Context: an optimization exercise on an open-source flow, tuned for small area. The choices shown serve that exercise and are no tape-out recipe.
Function was checked by simulation only, so behaviour that the tests miss may differ from the original. The clock port is modelled as an ideal driver; clocking choices that lean on that would not hold on a real chip.

Setup of the reference run:
Design mpb_core, start of the top module:
module mpb_core (
	input  logic  i_clk,
	input  logic  i_rst,
	input  logic  i_rd_0,
	input  logic  i_wr_0,
	input  mpb_pkg::addr_t i_addr_0,
	input  mpb_pkg::data_t i_wdat_0,
	input  logic  i_rd_1,
	input  logic  i_wr_1,
	input  mpb_pkg::addr_t i_addr_1,
	input  mpb_pkg::data_t i_wdat_1,
	output logic  o_busy_0,
	output logic  o_busy_1,
	output logic  o_rrdy_0,
	output logic  o_rrdy_1,
	output mpb_pkg::data_t o_rdat
);
	logic  bus_we;
	mpb_pkg::addr_t bus_addr;
	mpb_pkg::data_t bus_wdat;
	mpb_arbiter u0_mpb_arbiter (
		.i_clk		(i_clk),
		.i_rst		(i_rst),
		.i_rd_0		(i_rd_0),	 
		.i_wr_0		(i_wr_0),
		.i_addr_0	(i_addr_0),
		.i_wdat_0	(i_wdat_0),
		.o_busy_0	(o_busy_0),
		.o_rrdy_0	(o_rrdy_0),
		.i_rd_1		(i_rd_1),	 
		.i_wr_1		(i_wr_1),
		.i_addr_1	(i_addr_1),
		.i_wdat_1	(i_wdat_1),
		.o_busy_1	(o_busy_1),
		.o_rrdy_1	(o_rrdy_1),
		.o_bus_we	(bus_we),	 
		.o_bus_addr	(bus_addr),
		.o_bus_wdat	(bus_wdat)
	);  
	sfr_bank u0_sfr_bank (
		.i_clk		(i_clk),
		.i_rst		(i_rst),
		.i_we		(bus_we),
		.i_addr		(bus_addr),
		.i_wdat		(bus_wdat),
		.o_rdat		(o_rdat)	 
	);  
endmodule
Size in the first run: roughly 48 I/O pins.
==> flow/config.mk <==
export PLATFORM = sky130hd
export DESIGN_NAME = mpb_core
export DESIGN_NICKNAME = mpb_core
export VERILOG_FILES = /design/flow/design.v
export SDC_FILE = /design/flow/constraint.sdc
export NUM_CORES = 4
export LEC_CHECK = 0
export CAP_MARGIN = 20
export CORE_MARGIN = 2
export CORE_UTILIZATION = 40
export CTS_BUF_LIST = sky130_fd_sc_hd__clkbuf_8 sky130_fd_sc_hd__clkbuf_16
export CTS_CLUSTER_DIAMETER = 80
export CTS_CLUSTER_SIZE = 24
export SLEW_MARGIN = 20
export SYNTH_HIERARCHICAL = 1
==> flow/constraint.sdc <==
create_clock -name core_clock -period 5.0 [get_ports {i_clk}]
set_input_delay 1.0000 -clock core_clock [delete_from_list [all_inputs] [get_ports {i_clk}]]
set_output_delay 1.0000 -clock core_clock [all_outputs]
set_load 0.01 [all_outputs]
run.sh (not shown) runs the stock make flow with config.mk's settings and CLKGATE_MAP_FILE= SYNTH_SCRIPT=/design/flow/synth_recipe.tcl, a recipe that flattens the netlist after the stock synthesis.
--- input diff the reference run..the trial run ---
Settings: clearing CTS_CLUSTER_DIAMETER, which used to be 80; clearing CTS_BUF_LIST, which used to be sky130_fd_sc_hd__clkbuf_8 sky130_fd_sc_hd__clkbuf_16; clearing CTS_CLUSTER_SIZE, which used to be 24; swapping 40 for 70 in CORE_UTILIZATION.
==> flow/flow/run.sh (new file) <==
#!/bin/bash
# Standard synthesis and layout (standard.sh), with a leaner clock tree
# (larger sink clusters, no dummy loads) and small port buffers.
set -euo pipefail
CTS="-sink_clustering_enable -sink_clustering_size 30 -sink_clustering_max_diameter 100 -repair_clock_nets -dont_use_dummy_load -buf_list {sky130_fd_sc_hd__clkbuf_16}"
bash standard.sh finish \
	"CTS_ARGS=$CTS" \
	"BUFFER_PORTS_ARGS=-buffer_cell sky130_fd_sc_hd__buf_1" \
	> make_flow.log 2>&1
==> flow/standard.sh (new file) <==
#!/bin/bash
# synth_recipe.tcl (not shown) runs the flow's synth.tcl, then flattens the netlist and writes it again
# the make line also repeats each setting of config.mk as NAME=value (left out here)
make -C /OpenROAD-flow-scripts/flow DESIGN_CONFIG=/design/flow/config.mk WORK_HOME=/design/flow/orfs CLKGATE_MAP_FILE= SYNTH_SCRIPT=/design/flow/synth_recipe.tcl "${@:-finish}"
removed: flow/run.sh
--- outcome ---
- Initial antenna violation count in the trial run vs the reference run: up 5
- The reference run → the trial run: synthesis-to-finish area growth has decreased, via count of the first global-routing pass moved up, count of plain and timing-repair buffers down 3, total inserted antenna cells +3, overall routed net length dropped about 3.5%.
- Changes observed in the trial run relative to the reference run: sequential portion of the cell area rose 2.2 points; first-pass GRT wire length fell 2.9%; initial core utilization rose 30 points; proportion of layout cells with a drive suffix above 1 fell 0.58 points; minimum period implied by the final worst setup slack fell 0.17 ns.

re-timing with driven ports:
In the flow no input, the clock included, has a driving cell. The finished layouts below were timed again as built, in two steps. Step 1: set_driving_cell puts a clkbuf_16 on i_clk and a buf_2 on each other input, an assumption about the parent block. Step 2 also shifts input and output timing later by t, the mid clock arrival at the registers, as if the neighbouring blocks saw the same clock. Slacks: ideal ports / drivers / drivers and shift; pairs: ideal ports / drivers.
run	shift t [ns]	slack for setup (ns)	hold WS [ns]	clock arrival spread, ns
the reference run	0.704	0.871 / 0.871 / 0.665	0.448 / 0.448 / 0.448	0.068 / 0.067
the trial run	0.663	1.040 / 1.040 / 1.040	0.449 / 0.449 / 0.449	0.069 / 0.068
After both steps every run listed still meets setup and hold. The setup slack of the reference run, which loses most, moves by 0.000 ns with the drivers and by -0.206 ns with both steps.
